This design comes from an exercise in tuning for small area, a short achievable clock period and few clock cycles per item on the open sky130 flow, not from production work.
In this exercise RTL edits were held to simulation tests only and were not proved equivalent to the original.

old:
// window_level_to_rgb8
module window_level_to_rgb8 (
  input  wire logic clk,
  input  wire logic rst,
  input  wire logic cfg_we,
  input  wire logic [1:0] cfg_index,
  input  wire logic [31:0] cfg_data,
  input  wire logic pix_in_valid,
  output logic pix_in_ready,
  input  wire logic [32+16*3+8-1:0] pix_in_data,
  output logic pix_out_valid,
  input  wire logic pix_out_ready,
  output logic [31:0] pix_out_data
);
  localparam int RW = wl_pkg::RW;
  localparam int NST = 7;
  logic [1:0] fmt;
  logic signed [31:0] lo, hi;
  always_ff @(posedge clk) begin
    if (rst) begin
      fmt <= wl_pkg::FMT_GRAY;
      lo <= '0;
      hi <= 32'sd255;
    end else if (cfg_we) begin
      case (cfg_index)
        wl_pkg::REG_FORMAT: fmt <= cfg_data[1:0];
        wl_pkg::REG_LOW:    lo <= cfg_data;
        wl_pkg::REG_HIGH:   hi <= cfg_data;
        default: ;
      endcase
    end
  end
  logic is_gray, is_rgb16, is_rgb8;
  assign is_gray  = fmt == wl_pkg::FMT_GRAY;
  assign is_rgb16 = fmt == wl_pkg::FMT_RGB16;
  assign is_rgb8  = fmt[1];
  logic [RW:0] dw, dn;
  logic dneg, dzero;
  logic [RW:0] dhl;
  wl_add #(.W(RW+1)) u_dhl (.a({hi[31], hi}), .b(~{lo[31], lo}), .cin(1'b1), .s(dhl));
  assign dw = is_rgb8 ? '0 : dhl;
  always_ff @(posedge clk) begin
    dn <= dw ^ {(RW+1){dw[RW]}};
    dneg <= dw[RW];
  end
  assign dzero = dn == '0 && !dneg;
  logic [RW:0] ea;
  logic va, bypa;
  logic [NST:0][RW:0] r;
  logic [NST:0][7:0] xq;
  logic [NST:0] vl, zr, st, byp;
  logic [3:0] hcnt;
  logic hd_end;
  assign hd_end = hcnt == 4'd0;
  logic rmode, out_free, deliver, recirc;
  assign out_free = !pix_out_valid || pix_out_ready;
  assign deliver = vl[NST] && out_free && (!rmode || hd_end);
  assign recirc = vl[NST] && !deliver;
  logic ivld, ilast;
  logic [1:0] iph;
  logic [47:0] ib;
  logic front_free, issue, accept;
  assign front_free = !recirc && !rmode;
  assign issue = ivld && front_free;
  assign pix_in_ready = !ivld || (front_free && ilast);
  assign accept = pix_in_valid && pix_in_ready;
  logic [31:0] gs;
  logic [15:0] ri, gi, bi;
  logic [7:0] ai;
  assign {gs, ri, gi, bi, ai} = pix_in_data;
  always_ff @(posedge clk) begin
    if (rst) begin
      ivld <= 1'b0;
    end else if (pix_in_ready) begin
      ivld <= pix_in_valid;
    end
  end
  always_ff @(posedge clk) begin
    if (pix_in_ready) begin
      iph <= '0;
      ilast <= !is_rgb16;
  ...
export LEC_CHECK = 0
export CAP_MARGIN = 20
export CORE_MARGIN = 2
export CORE_UTILIZATION = 40
export PLACE_DENSITY = 0.6
export SETUP_SLACK_MARGIN = 2.0
export SLEW_MARGIN = 20
export SYNTH_HIERARCHICAL = 1
create_clock -name core_clock -period 5.0 [get_ports {clk}]
standard.sh (not shown) runs the stock make flow with config.mk's settings and CLKGATE_MAP_FILE= SYNTH_SCRIPT=/design/flow/synth_recipe.tcl, a recipe that flattens the netlist after the stock synthesis.
==> flow/flow/run.sh <==
#!/bin/bash
# The standard layout, with plain buffers (buf_1) on the ports in
# place of the default port buffer (the resizer sizes them as needed),
# and clock tree synthesis without dummy loads, with larger sink clusters.
set -euo pipefail
export BUFFER_PORTS_ARGS="-buffer_cell sky130_fd_sc_hd__buf_1"
export CTS_ARGS="-sink_clustering_enable -repair_clock_nets -dont_use_dummy_load -sink_clustering_size 30 -buf_list sky130_fd_sc_hd__clkbuf_8"
bash standard.sh > standard.log 2>&1
old | stages: all done | timing, DRC, antenna: all pass
Testbench counts of old, summed over its fixed seeds: cycles 15,817, items 8,192.
Changes in new relative to old:
Settings: CORE_UTILIZATION now 50, was 40; PLACE_DENSITY now 0.65, was 0.6.
==> flow/flow/run.sh <==
#!/bin/bash
# The standard layout, with plain buffers (buf_1) on the ports in
# place of the default port buffer (the resizer sizes them as needed),
# and clock tree synthesis without dummy loads.
set -euo pipefail
export BUFFER_PORTS_ARGS="-buffer_cell sky130_fd_sc_hd__buf_1"
export CTS_ARGS="-sink_clustering_enable -repair_clock_nets -dont_use_dummy_load"
bash standard.sh > standard.log 2>&1
Results
From old to new the numbers moved as follows: number of cell rows shrank by 11%; sequential share of cell area held steady; fraction of final layout cells sized beyond drive strength 1 shrank by 1.0 points; width of the die shrank by about 10%.
Diff old -> new: count of clock-buffer cells in the layout decreased by 32 relative to the old numbers, clock-pin slew reported for the worst setup and hold paths after clock tree synthesis closely matched the old numbers.
Number of standard cells in the layout, taps in and fillers out, new vs old: down by a few percent
Timing endpoint of the critical path: ea[27] -> old, ea[23] -> new
new vs old on buffer count excluding the clock tree in the final layout: new is the lower one.
new: flow completed, timing, DRC and antenna clean

---

Starting RTL as in the previous note.
==> flow/config.mk <==
export PLATFORM = sky130hd
export DESIGN_NAME = window_level_to_rgb8
export DESIGN_NICKNAME = window_level_to_rgb8
export VERILOG_FILES = /design/flow/design.v
export SDC_FILE = /design/flow/constraint.sdc
export NUM_CORES = 4
export LEC_CHECK = 0
export CAP_MARGIN = 20
export CORE_MARGIN = 2
export CORE_UTILIZATION = 40
export PLACE_DENSITY = 0.6
export SETUP_SLACK_MARGIN = 2.0
export SLEW_MARGIN = 20
export SYNTH_HIERARCHICAL = 1
==> flow/constraint.sdc <==
create_clock -name core_clock -period 5.0 [get_ports {clk}]
set_input_delay 1.0000 -clock core_clock [delete_from_list [all_inputs] [get_ports {clk}]]
set_output_delay 1.0000 -clock core_clock [all_outputs]
set_load 0.01 [all_outputs]
==> flow/flow/run.sh <==
#!/bin/bash
# The standard layout, with plain buffers (buf_1) on the ports in
# place of the default port buffer (the resizer sizes them as needed),
# and clock tree synthesis without dummy loads.
set -euo pipefail
export BUFFER_PORTS_ARGS="-buffer_cell sky130_fd_sc_hd__buf_1"
export CTS_ARGS="-sink_clustering_enable -repair_clock_nets -dont_use_dummy_load"
bash standard.sh > standard.log 2>&1
Testbench counts at the start, summed over its fixed seeds: cycles 15,817, items 8,192.
Edit:
==> flow/flow/run.sh (replaced) <==
#!/bin/bash
# The standard layout, with plain buffers (buf_1) on the ports in
# place of the default port buffer; the resizer sizes them as needed.
set -euo pipefail
export BUFFER_PORTS_ARGS="-buffer_cell sky130_fd_sc_hd__buf_1"
bash standard.sh > standard.log 2>&1
The new run ran to the end with no violations; setup slack is about the same; sequential cell count is unchanged; clock skew shrinks by 0.033 ns; via count increases by 0.77%; utilization increases by 0.92 points; fmax barely changes; global-route usage is about the same; synthesized cell count does not change; die area stays the same.
Edit:
--- a/flow/flow/run.sh
+++ b/flow/flow/run.sh
@@ -3 +3,2 @@
-# place of the default port buffer; the resizer sizes them as needed.
+# place of the default port buffer (the resizer sizes them as needed),
+# and clock tree synthesis without dummy loads, with larger sink clusters.
@@ -5,0 +7 @@
+export CTS_ARGS="-sink_clustering_enable -repair_clock_nets -dont_use_dummy_load -sink_clustering_size 20"
Result:
- The changed run finished with timing, DRC and antenna clean
- critical path depth increases by 2
- final area decreases by about 2%
- cell count decreases by about 0.9%
Edit:
==> flow/flow/run.sh (replaced) <==
#!/bin/bash
# The standard layout, with plain buffers (buf_1) on the ports in
# place of the default port buffer; the resizer sizes them as needed.
set -euo pipefail
export BUFFER_PORTS_ARGS="-buffer_cell sky130_fd_sc_hd__buf_1"
bash standard.sh > standard.log 2>&1
- SETUP_SLACK_MARGIN: 2.0 -> 2.35
After rerunning:
- The changed run completed without violations
- setup slack gets better by 0.085 ns
- maximum frequency went up by a few percent
- design area came out higher by about a fifth
- count of clock-buffer cells in the layout went up by 27
- via count grows by roughly a tenth
- die area does not change
- non-clock buffer count rose by 342
- wire length goes up by about a fifth

---

Starting RTL as in the previous note.
clock: 5.0 ns
lec_check: 0
cap_margin: 20
core_margin: 2
core_utilization: 40
place_density: 0.6
setup_slack_margin: 2.2
slew_margin: 20
synth_hierarchical: 1
==> flow/flow/run.sh <==
#!/bin/bash
# The standard layout, with plain buffers (buf_1) on the ports in
# place of the default port buffer; the resizer sizes them as needed.
set -euo pipefail
export BUFFER_PORTS_ARGS="-buffer_cell sky130_fd_sc_hd__buf_1"
bash standard.sh > standard.log 2>&1
Testbench counts at the start, summed over its fixed seeds: cycles 15,817, items 8,192.
Rerun with:
--- a/flow/flow/run.sh
+++ b/flow/flow/run.sh
@@ -3 +3,2 @@
-# place of the default port buffer; the resizer sizes them as needed.
+# place of the default port buffer (the resizer sizes them as needed),
+# and clock tree synthesis without dummy loads.
@@ -5,0 +7 @@
+export CTS_ARGS="-sink_clustering_enable -repair_clock_nets -dont_use_dummy_load"
SETUP_SLACK_MARGIN = 2.1   (was 2.2)
Effect:
- The new run ran to the end with no violations
- via count went down by a few percent
- area after synthesis does not change
- setup slack gets worse by 0.036 ns
- die area does not change
- global-route usage went down by 0.42 points
- routed wire length went down by a few percent
- first-iteration DRC count went down by about a fifth
- utilization went down by 2.5 points
- non-clock buffer count went down by 109
Rerun with:
==> flow/run.sh (new file) <==
#!/bin/bash
# synth_recipe.tcl (not shown) runs the flow's synth.tcl, then flattens the netlist and writes it again
# the make line also repeats each setting of config.mk as NAME=value (left out here)
make -C /OpenROAD-flow-scripts/flow DESIGN_CONFIG=/design/flow/config.mk WORK_HOME=/design/flow/orfs CLKGATE_MAP_FILE= SYNTH_SCRIPT=/design/flow/synth_recipe.tcl finish
SETUP_SLACK_MARGIN = 2.0   (was 2.1)
removed: flow/flow/run.sh
removed: flow/standard.sh
What happened: Synthesized area does not change. Maximum frequency goes down by 1.6%. Cell area increases by 0.72%. Hold slack improves by 0.0091 ns. Routed wire length goes down by 1.2%. Die area does not change.

## static timing again, ports no longer ideal
The flow's constraints put no driver on any port. The routed layouts listed below were extracted and timed again, unchanged, in two steps. Step 1 (the two cells are an assumption about what drives the block):
set clk [get_ports {clk}]
set_driving_cell -lib_cell sky130_fd_sc_hd__clkbuf_16 $clk
set_driving_cell -lib_cell sky130_fd_sc_hd__buf_2 [delete_from_list [all_inputs] $clk]
Step 2 also shifts input and output timing later by t, the mid clock arrival at the registers, as if the neighbouring blocks saw the same clock. Three values: ideal, step 1, step 2; two values: the first two.
| run | shift t [ns] | setup WS [ns] | worst hold slack (ns) | worst setup path at the end |
|---|---|---|---|---|
| old | 0.750 | 1.981 / 1.981 / 1.948 | 0.322 / 0.322 / 0.322 | input to register |
| new | 0.647 | 1.966 / 1.964 / 1.966 | 0.310 / 0.310 / 0.310 | register to register |
| the first run of note 2 | 0.649 | 1.981 / 1.981 / 1.937 | 0.317 / 0.317 / 0.317 | input to register |
| the second run of note 2 | 0.673 | 1.982 / 1.982 / 1.972 | 0.323 / 0.323 / 0.323 | input to register |
| the third run of note 2 | 0.649 | 1.981 / 1.981 / 1.937 | 0.317 / 0.317 / 0.317 | input to register |
| the fourth run of note 2 | 0.674 | 2.065 / 2.065 / 2.065 | 0.318 / 0.318 / 0.318 | register to register |
| the first run of note 3 | 0.682 | 2.080 / 2.080 / 2.080 | 0.318 / 0.318 / 0.318 | register to register |
| the second run of note 3 | 0.659 | 2.043 / 2.043 / 2.043 | 0.316 / 0.316 / 0.316 | register to register |
| the third run of note 3 | 0.680 | 1.994 / 1.957 / 1.854 | 0.325 / 0.325 / 0.325 | input to register |
After both steps every run listed still meets setup and hold. The setup slack of the third run of note 3, which loses most, moves by -0.037 ns with the drivers and by -0.140 ns with both steps.
